Background: an optimization exercise with open tools, aiming at small area, a short achievable clock period and few clock cycles per item. Do not read the settings as production practice. In this exercise RTL edits were held to simulation tests only and were not proved equivalent to the original.

==> flow/design.v, too long to show whole: its modules and the start of the top module <==
// module julian_day_to_calendar_date: 2009 lines
module julian_day_to_calendar_date (
  input  logic                     clk,
  input  logic                     rst,
  input  logic                     stamp_valid,
  output logic                     stamp_ready,
  input  logic [IN_W-1:0]          stamp_julian_time,
  output logic                     date_valid,
  input  logic                     date_ready,
  output logic signed [YEAR_W-1:0] date_year,
  output logic [MONTH_W-1:0]       date_month,
  output logic [DAY_W-1:0]         date_day_whole,
  output logic [FO_W-1:0]          date_day_fraction
);
  // ...
==> flow/run.sh <==
#!/bin/bash
# synth_recipe.tcl (not shown) runs the flow's synth.tcl, then flattens the netlist and writes it again
# the make line also repeats each setting of config.mk as NAME=value (left out here)
make -C /OpenROAD-flow-scripts/flow DESIGN_CONFIG=/design/flow/config.mk WORK_HOME=/design/flow/orfs CLKGATE_MAP_FILE= SYNTH_SCRIPT=/design/flow/synth_recipe.tcl finish
==> flow/config.mk <==
export PLATFORM = sky130hd
export DESIGN_NAME = julian_day_to_calendar_date
export DESIGN_NICKNAME = julian_day_to_calendar_date
export VERILOG_FILES = /design/flow/design.v
export SDC_FILE = /design/flow/constraint.sdc
export NUM_CORES = 4
export LEC_CHECK = 0
export CAP_MARGIN = 20
export CORE_MARGIN = 2
export CORE_UTILIZATION = 40
export SETUP_SLACK_MARGIN = 4
export SLEW_MARGIN = 20
==> flow/constraint.sdc <==
create_clock -name core_clock -period 10.0 [get_ports {clk}]
set_input_delay 2.0000 -clock core_clock [delete_from_list [all_inputs] [get_ports {clk}]]
set_output_delay 2.0000 -clock core_clock [all_outputs]
set_load 0.01 [all_outputs]
==> impl_metrics.ini, run 1 <==
[finish]
layout-drive-gt1-share_pct = 6.502
layout_common_cells = inv_1, ha_1, edfxtp_1
num-multi-input-gates = 866
clock_buffers = 17
clock_cell_area_share_pct = 3.967
regArea_um2 = 5395
final_common_cell = inv_1

[detailed_routing]
drt_pass1_iterations = 5
drcViolationCount = 0
wl_met3_um = 758

[run_status]
status = complete, no violations

[clock_network]
cts-resized-gates = 9

[placed_design]
post-place-ws_ns = 3.382
place_area_um2 = 16380

[worst_setup_path]
cp_num_buf_inv = 3
worstSetupEndpointType = register
crit_required_ns = 10.20
r2r_slack_ns = 4.26
crit_cells = 26

[synth]
yosysSeqAreaShare_pct = 36.01
syn-num-nets = 1711
synthMuxAreaShare_pct = 0.2673
synth_seq_cells = 181
yosysMostFrequentCell = inv_1
synth-edff-count = 177
async_reset_ff_share_pct = 0
synth_area_leaders = edfxtp_1, ha_1, fa_1, inv_1, xnor2_1
synth_top_area_share_pct = 35.48

[timing]
setup-violations-final = 0
min_period_over_period_pct = 57.42
slew_violations = 0

[die]
die_x_um = 197.5
die_area_um2 = 39020

[grt]
grt_pass1_vias = 10070

[hold_path]
worstHoldPathCells = 0
Testbench counts, summed over its fixed seeds: cycles 16,032, items 16,000.
==> run 2: changes to the inputs <==
--- a/flow/config.mk
+++ b/flow/config.mk
@@ -8,5 +8,4 @@
 export CAP_MARGIN = 20
 export CORE_MARGIN = 2
 export CORE_UTILIZATION = 40
-export SETUP_SLACK_MARGIN = 4
 export SLEW_MARGIN = 20
==> impl_metrics.ini, run 2 <==
[worst_setup_path]
crit_required_ns = 10.20
worstSetupEndpointType = register
r2r_slack_ns = 3.37
critPathSlowestCell = xnor2_1
criticalPathCategory = reg -> reg
crit_start = yp3[0]
r2r_cells = 25
arrival_ns = 6.84
crit-reg2reg-launch = yp3[0]
r2r-end = day_r[4]
max_stage_delay_ns = 0.72
crit_top_cell = ha_1
crit_path_start_kind = register
cp_max_fo = 12
cp-endpoint = day_r[4]

[timing]
final.setup.worst_slack_ns = 3.366
tns_ns = 0
setup-violations-final = 0
worst_slew_pin_slew_ns = 0.9541
clock_skew_ns = 0.01008
slew_headroom_pct = 35.94
slew_violations = 0
hold_viol = 0
fmax_ghz = 0.1507
post-route-min-period_ns = 6.634
grt_setup_unrepaired = no
min_period_over_period_pct = 66.34

[finish]
regArea_um2 = 5395
largest_reg_flops = 24
regMostFlops = w1
nets = 1806
layout-drive-gt1-share_pct = 4.149
fillCellCount = 3392
num_antenna_cells = 0
layout_common_cells = inv_1, ha_1, edfxtp_1
area_growth_syn_to_layout_pct = 13.50
multi_input_area_um2 = 8472
final_common_cell = inv_1
fin_util_pct = 46.22

[clock_network]
cts_made_buffers = 17
h-tree-depth = 4
cts-resized-gates = 0
hold_buffers = 0
cts_root_buf = clkbuf_16
clk_pin_slew_ns = 0.08
clock-sinks = 181
post_cts_buffers = 0
clkLatencyLatePin_ns = 0.44
max-clock-path-buffers = 2
tritoncts = built

[synth]
synth_top_area_share_pct = 35.48
syn_inst = 1338
synth_seq_cells = 181
yosysWarningCount = 1
async_reset_ff_share_pct = 0
synth.avg_cell_area_um2 = 11.20
yosysMostFrequentCell = inv_1
yosysSeqAreaShare_pct = 36.01
synth_area_leaders = edfxtp_1, ha_1, fa_1, inv_1, xnor2_1
synth-edff-count = 177
yosysUniqueCellTypes = 83
synthesis.area_um2 = 14980
synth_flop_cell = edfxtp_1
synthTopCellsByCount = inv_1, ha_1, edfxtp_1, fa_1, xnor2_1
syn-num-nets = 1711
synth_area_leader_cell = edfxtp_1

[detailed_routing]
drt-total-wl_mm = 27.35
drt_iter0_drc = 283
vias = 9403
ant_nets = 0
wl_per_cell_um = 14.29
drt_pass1_iterations = 5
viasPerCell = 4.913
drcViolationCount = 0

[die]
die_area_um2 = 39020
fp.coreArea_um2 = 36790
ios = 86
fp-row-count = 70
die_x_um = 197.5
initial_core_util_pct = 40.72
fp.dieH_um = 197.5

[placed_design]
io_buffer_count = 85
dpl.hpwl_mm = 22.33
post-place-ws_ns = 3.381
gp_congestion = 0.8635

[grt]
grtUsageTotal_pct = 15.08
overflow = 0
grt_pass1_wl_mm = 47.04
grt_pass1_vias = 9898
grt_max_degree = 76
antenna_found_initial = 0

[flow_run]
max_cap_viol_count = 0

[run_status]
status = complete, no violations

[hold_path]
hold_path.class = reg -> reg
==> run 2: worst max-delay path, delay by kind of cell (launching register included) <==
| family | cells | cell delay (ns) |
|---|---|---|
| AND/OR/NAND/NOR | 4 | 0.82 |
| flip-flops | 1 | 0.49 |
| buffers and inverters | 2 | 0.28 |
| AO/OA/AOI/OAI | 9 | 1.86 |
| adder cells (fa/ha/maj) | 6 | 1.78 |
| XOR/XNOR | 4 | 1.15 |
==> run 2: kinds of logic (layout without fill, tap and decap cells) <==
logic type	Yosys count	in the layout	share of synthesized area, %
XOR/XNOR	98	98	5.922
AO/OA/AOI/OAI	205	205	9.630
flip-flops	181	181	36.01
multiplexers	4	4	0.2673
buffers and inverters	291	399	7.433
AND/OR/NAND/NOR	229	229	7.809
adder cells (fa/ha/maj)	330	330	32.92
==> run 2: cell type report <==
cell class                 instances  area share [%]
sequential                       181           31.73
multi-input combinational        866           49.83
inverter                         280           6.211
timing repair buffer              87           5.092
tap                              468           3.444
clock inverter                    15           1.192
clock buffer                      17           2.502
==> run 2: metrics by stage <==
| stage | cell area (µm²) | instances | hold WS (ns) |
|---|---|---|---|
| 2_1_floorplan | 14980 | 1338 | 0.4003 |
| 3_3_place_gp | 16370 | 1882 | 0.4006 |
| 3_5_place_dp | 16370 | 1882 | 0.4045 |
| 4_1_cts | 17000 | 1914 | 0.4196 |
| 5_1_grt | 17000 | 1914 | 0.4280 |
| 6_report | 17000 | 1914 | 0.4225 |
==> run 2: worst min path at each step <==
stage	start	to	slack [ns]	cells after the start
2_1_floorplan	f1[0]	f2[0]	0.40	0
3_3_place_gp	f2[6]	f3[6]	0.40	0
3_5_place_dp	f1[6]	f2[6]	0.40	0
4_1_cts	f1[3]	f2[3]	0.42	0
5_1_grt	f1[3]	f2[3]	0.43	0
6_report	f3[0]	frac_r[0]	0.42	0
==> run 2: per-layer routing <==
layer	share of wire, %	track usage, %	wire length, µm	vias up
met5	0	0	0	-
met4	2.7	5.876	751	0
met3	2.4	2.561	670	49
met2	51	27.31	13910	129
met1	44	17.77	12020	4494
li1	-	-	-	4731

==> re-timing with driven ports <==
The flow's constraints put no driver on any port. The routed layouts listed below were extracted and timed again, unchanged, in two steps.
Step 1 sets driving cells, clkbuf_16 on the clock port and buf_2 on the other inputs (assumed; they add their load-dependent delay and slew).
Step 2, shift: input delay + t, output delay - t, t = (earliest + latest rising clock arrival at the registers) / 2. This alone moves slack from input paths to output paths.
a / b / c = no drivers / after step 1 / after step 2; a / b = the first two.
| run | t (ns) | setup slack, ns | cell pins on the clock port's net |
|---|---|---|---|
| run 1 | 0.493 | 4.258 / 4.258 / 4.258 | 1 |
| run 2 | 0.487 | 3.366 / 3.366 / 3.366 | 1 |
After both steps every run listed still meets setup and hold.
